This design comes from an exercise in tuning for small area, a short achievable clock period and few clock cycles per item on the open sky130 flow, not from production work. In this exercise RTL edits were held to simulation tests only and were not proved equivalent to the original. No activity file was given, so power comes from the tool's default toggle rates.

==> flow/design.v (excerpt) <==
module interpolating_wavetable_oscillator (
  input  logic                   clk,
  input  logic                   rst_n,
  input  logic                   in_valid,
  output logic                   in_stall,
  input  logic [iwo_pkg::OP_W-1:0]        in_operation,
  input  logic [iwo_pkg::ENTRY_IDX_W-1:0] in_entry_index,
  input  logic [iwo_pkg::ENTRY_VAL_W-1:0] in_entry_value,
  output logic                   out_valid,
  input  logic                   out_stall,
  output logic [iwo_pkg::DAC_W-1:0]       out_dac_word,
  input  logic                   psel,
  input  logic                   penable,
  input  logic                   pwrite,
  input  logic [iwo_pkg::CFG_ADDR_W-1:0]  paddr,
  input  logic [iwo_pkg::CFG_DATA_W-1:0]  pwdata,
  output logic [iwo_pkg::CFG_DATA_W-1:0]  prdata,
  output logic                   pready
);
==> module interpolating_wavetable_oscillator, before the edit <==
module interpolating_wavetable_oscillator (
  input  logic                   clk,
  input  logic                   rst_n,
  input  logic                   in_valid,
  output logic                   in_stall,
  input  logic [iwo_pkg::OP_W-1:0]        in_operation,
  input  logic [iwo_pkg::ENTRY_IDX_W-1:0] in_entry_index,
  input  logic [iwo_pkg::ENTRY_VAL_W-1:0] in_entry_value,
  output logic                   out_valid,
  input  logic                   out_stall,
  output logic [iwo_pkg::DAC_W-1:0]       out_dac_word,
  input  logic                   psel,
  input  logic                   penable,
  input  logic                   pwrite,
  input  logic [iwo_pkg::CFG_ADDR_W-1:0]  paddr,
  input  logic [iwo_pkg::CFG_DATA_W-1:0]  pwdata,
  output logic [iwo_pkg::CFG_DATA_W-1:0]  prdata,
  output logic                   pready
);
  localparam int SEGS = iwo_pkg::TABLE_SEGMENTS;    
  localparam int DEPTH = iwo_pkg::TABLE_DEPTH;      
  localparam int SB = iwo_pkg::SAMPLE_BITS;         
  localparam int FB = iwo_pkg::FRAC_BITS;           
  localparam int IW = iwo_pkg::INC_W;               
  localparam int EIW = iwo_pkg::ENTRY_IDX_W;        
  localparam int CDW = iwo_pkg::CFG_DATA_W;         
  localparam int OW = 10;                           
  logic go;
  logic [IW-1:0] inc_r;
  logic          cfg_wr;
  assign cfg_wr = psel && penable && pwrite && paddr == iwo_pkg::REG_PHASE_INC;
  assign pready = 1'b1;
  assign prdata = (paddr == iwo_pkg::REG_PHASE_INC) ? CDW'(inc_r) : '0;
  always_ff @(posedge clk) begin
    if (!rst_n) inc_r <= '0;
    else if (cfg_wr) inc_r <= pwdata[IW-1:0];
  end
  logic [SB-1:0] tab [DEPTH];
  logic [5:0]    k_r;         
  logic [FB-1:0] f_r;         
  logic [SB-1:0] lo_r, hi_r;  
  logic          v2_r;        
  logic          acc, stepx, loadx, adv, wrap;
  logic [FB:0]   f_sum;
  logic [SB-1:0] rd;          
  assign in_stall = !go;
  assign acc   = go && in_valid && rst_n;
  assign stepx = acc && in_operation[0];
  assign loadx = acc && !in_operation[0];
  assign f_sum = {1'b0, f_r} + (FB + 1)'(inc_r);
  assign adv   = stepx && f_sum[FB];
  assign wrap  = (k_r == 6'(SEGS - 1));
  always_comb begin
    rd = '0;
    for (int j = 0; j < SEGS; j++) begin
      rd = rd | (tab[(j == SEGS - 1) ? 1 : j + 2] & {SB{k_r == 6'(j)}});
    end
  end
  always_ff @(posedge clk) begin
    if (!rst_n) begin
      k_r <= '0;
      f_r <= '0;
    end else begin
      if (stepx) f_r <= f_sum[FB-1:0];
      if (adv) k_r <= wrap ? 6'd0 : k_r + 6'd1;
    end
  end
  always_ff @(posedge clk) begin
    for (int j = 0; j < DEPTH; j++) begin
      if (loadx && in_entry_index == EIW'(j)) tab[j] <= in_entry_value;
    end
  end
  always_ff @(posedge clk) begin
    if (adv) begin
      lo_r <= wrap ? tab[0] : hi_r;
      hi_r <= rd;
    end else if (loadx) begin
      if (in_entry_index == k_r) lo_r <= in_entry_value;
      if (in_entry_index == k_r + 6'd1) hi_r <= in_entry_value;
    end
  end
  always_ff @(posedge clk) begin
    if (!rst_n) v2_r <= 1'b0;
    else if (go) v2_r <= in_valid && in_operation[0];
  end
  localparam int SW = 22;
  logic [SW-1:0] row [9];
  logic [SW-1:0] l1 [6];
  logic [SW-1:0] l2 [4];
  logic [SW-1:0] l3 [3];
  logic [SW-1:0] l4 [2];
  always_comb begin
    for (int j = 0; j < FB; j++) row[j] = SW'(f_r[j] ? hi_r : lo_r) << j;
    row[8] = SW'(lo_r);
    for (int j = 0; j < 3; j++) begin
      l1[2*j] = row[3*j] ^ row[3*j+1] ^ row[3*j+2];
      l1[2*j+1] = ((row[3*j] & row[3*j+1]) | (row[3*j] & row[3*j+2]) | (row[3*j+1] & row[3*j+2])) << 1;
    end
    for (int j = 0; j < 2; j++) begin
      l2[2*j] = l1[3*j] ^ l1[3*j+1] ^ l1[3*j+2];
      l2[2*j+1] = ((l1[3*j] & l1[3*j+1]) | (l1[3*j] & l1[3*j+2]) | (l1[3*j+1] & l1[3*j+2])) << 1;
    end
    l3[0] = l2[0] ^ l2[1] ^ l2[2];
    l3[1] = ((l2[0] & l2[1]) | (l2[0] & l2[2]) | (l2[1] & l2[2])) << 1;
    l3[2] = l2[3];
    l4[0] = l3[0] ^ l3[1] ^ l3[2];
    l4[1] = ((l3[0] & l3[1]) | (l3[0] & l3[2]) | (l3[1] & l3[2])) << 1;
  end
  logic          v3_r;
  logic [SW-1:0] ps_r, pc_r;
  logic [SW-1:0] s;
  logic [OW-1:0] r;
  always_ff @(posedge clk) begin
    if (!rst_n) v3_r <= 1'b0;
    else if (go) v3_r <= v2_r;
  end
  always_ff @(posedge clk) begin
    if (go && v2_r) begin
      ps_r <= l4[0];
      pc_r <= l4[1];
    end
  end
  assign s = ps_r + pc_r;
  assign r = s[21:12];
  logic          ov_r, kv_r;
  logic [OW-1:0] o_r, k_dat_r;
  logic          take;
  assign go   = !kv_r;
  assign take = ov_r && !out_stall;
  always_ff @(posedge clk) begin
    if (!rst_n) begin
      ov_r <= 1'b0;
      kv_r <= 1'b0;
    end else if (kv_r) begin
      if (take) kv_r <= 1'b0;
    end else if (ov_r && !take) begin
      kv_r <= v3_r;
    end else begin
      ov_r <= v3_r;
    end
  end
  always_ff @(posedge clk) begin
    if (kv_r) begin
      if (take) o_r <= k_dat_r;
    end else if (ov_r && !take) begin
      if (v3_r) k_dat_r <= r;
    end else begin
      if (v3_r) o_r <= r;
    end
  end
  assign out_valid    = ov_r;
  assign out_dac_word = {o_r, 6'd0};
endmodule
Settings: LEC_CHECK=0, ABC_CLOCK_PERIOD_IN_PS=3000, CAP_MARGIN=20, CORE_MARGIN=2, CORE_UTILIZATION=55, CTS_BUF_LIST=sky130_fd_sc_hd__clkbuf_8, CTS_CLUSTER_DIAMETER=60, CTS_CLUSTER_SIZE=16, SETUP_SLACK_MARGIN=3.8, SLEW_MARGIN=20; clock period 7.0 ns.
standard.sh (not shown) runs the stock make flow with config.mk's settings and CLKGATE_MAP_FILE= SYNTH_SCRIPT=/design/flow/synth_recipe.tcl, a recipe that flattens the netlist after the stock synthesis.
==> flow/flow/run.sh <==
#!/bin/bash
# Layout flow: the standard synthesis, then each configuration read-data bit
# (prdata[7:0]) is rebuilt as one gate of its own (see patch_prdata.py), then the standard flow's
# standard layout from floorplan to finish. Each step's full output goes to a log here.
set -euo pipefail
R=orfs/results/sky130hd/interpolating_wavetable_oscillator/base
bash standard.sh synth > log_synth.txt 2>&1
python3 flow/patch_prdata.py $R/1_2_yosys.v > log_patch.txt 2>&1
touch $R/1_2_yosys.v
bash standard.sh > log_layout.txt 2>&1
Other scripts of this flow, unchanged in this note and not shown: flow/flow/patch_prdata.py
Testbench counts at the start, summed over its fixed seeds: cycles 4,416, items 4,096.
Change:
--- a/flow/design.v
+++ b/flow/design.v
@@ -70,7 +70,7 @@
   logic [FB:0]   f_sum;
   logic [SB-1:0] rd;          
   assign in_stall = !go;
-  assign acc   = go && in_valid && rst_n;
+  assign acc   = go && in_valid;
   assign stepx = acc && in_operation[0];
   assign loadx = acc && !in_operation[0];
   assign f_sum = {1'b0, f_r} + (FB + 1)'(inc_r);
@@ -91,9 +91,17 @@
       if (adv) k_r <= wrap ? 6'd0 : k_r + 6'd1;
     end
   end
+  logic [DEPTH-1:0] we;
+  logic [7:0]       wlo;
+  logic [4:0]       whi;
+  always_comb begin
+    for (int a = 0; a < 8; a++) wlo[a] = (in_entry_index[2:0] == 3'(a));
+    for (int b = 0; b < 5; b++) whi[b] = loadx && (in_entry_index[5:3] == 3'(b));
+    for (int j = 0; j < DEPTH; j++) we[j] = wlo[j % 8] && whi[j / 8];
+  end
   always_ff @(posedge clk) begin
     for (int j = 0; j < DEPTH; j++) begin
-      if (loadx && in_entry_index == EIW'(j)) tab[j] <= in_entry_value;
+      if (we[j]) tab[j] <= in_entry_value;
     end
   end
   always_ff @(posedge clk) begin
@@ -148,31 +156,15 @@
   end
   assign s = ps_r + pc_r;
   assign r = s[21:12];
-  logic          ov_r, kv_r;
-  logic [OW-1:0] o_r, k_dat_r;
-  logic          take;
-  assign go   = !kv_r;
-  assign take = ov_r && !out_stall;
+  logic          ov_r;
+  logic [OW-1:0] o_r;
+  assign go = !(ov_r && out_stall);
   always_ff @(posedge clk) begin
-    if (!rst_n) begin
-      ov_r <= 1'b0;
-      kv_r <= 1'b0;
-    end else if (kv_r) begin
-      if (take) kv_r <= 1'b0;
-    end else if (ov_r && !take) begin
-      kv_r <= v3_r;
-    end else begin
-      ov_r <= v3_r;
-    end
+    if (!rst_n) ov_r <= 1'b0;
+    else if (go) ov_r <= v3_r;
   end
   always_ff @(posedge clk) begin
-    if (kv_r) begin
-      if (take) o_r <= k_dat_r;
-    end else if (ov_r && !take) begin
-      if (v3_r) k_dat_r <= r;
-    end else begin
-      if (v3_r) o_r <= r;
-    end
+    if (go && v3_r) o_r <= r;
   end
   assign out_valid    = ov_r;
   assign out_dac_word = {o_r, 6'd0};
Result:
- The new run passed the timing, DRC and antenna checks
- combinational power increases by 20%
- wire length decreases by 1.5%
- area after synthesis decreases by 1.8%
- flip-flop and latch count decreases by 11
- via count decreases by 1.3%
- global-route usage decreases by 0.37 points
- worst setup slack is worse by 0.048 ns
- final area decreases by 1.8%
Testbench counts after the change, summed over its fixed seeds: cycles 4,416, items 4,096.

-- static timing again, ports no longer ideal --
In the flow no input, the clock included, has a driving cell. The finished layouts below were timed again as built, in two steps.
Step 1 (the two cells are an assumption about what drives the block):
set clk [get_ports {clk}]
set_driving_cell -lib_cell sky130_fd_sc_hd__clkbuf_16 $clk
set_driving_cell -lib_cell sky130_fd_sc_hd__buf_2 [delete_from_list [all_inputs] $clk]
Step 2, shift: input delay + t, output delay - t, t = (earliest + latest rising clock arrival at the registers) / 2. This alone moves slack from input paths to output paths.
a / b / c = ideal ports / drivers / drivers and shift; a / b = the first two.
run | t, ns | slack for setup (ns) | hold slack, ns | worst slew at a driven data input, ns | cell pins on the clock port's net
the first run | 0.730 | 3.761 / 3.666 / 3.091 | 0.473 / 0.473 / 0.473 | 0.14 | 1
the second run | 0.739 | 3.713 / 3.622 / 2.996 | 0.484 / 0.484 / 0.484 | 0.15 | 1
After both steps every run listed still meets setup and hold. For the second run, which loses most, drivers alone change the setup slack by -0.091 ns; drivers and shift together by -0.717 ns.
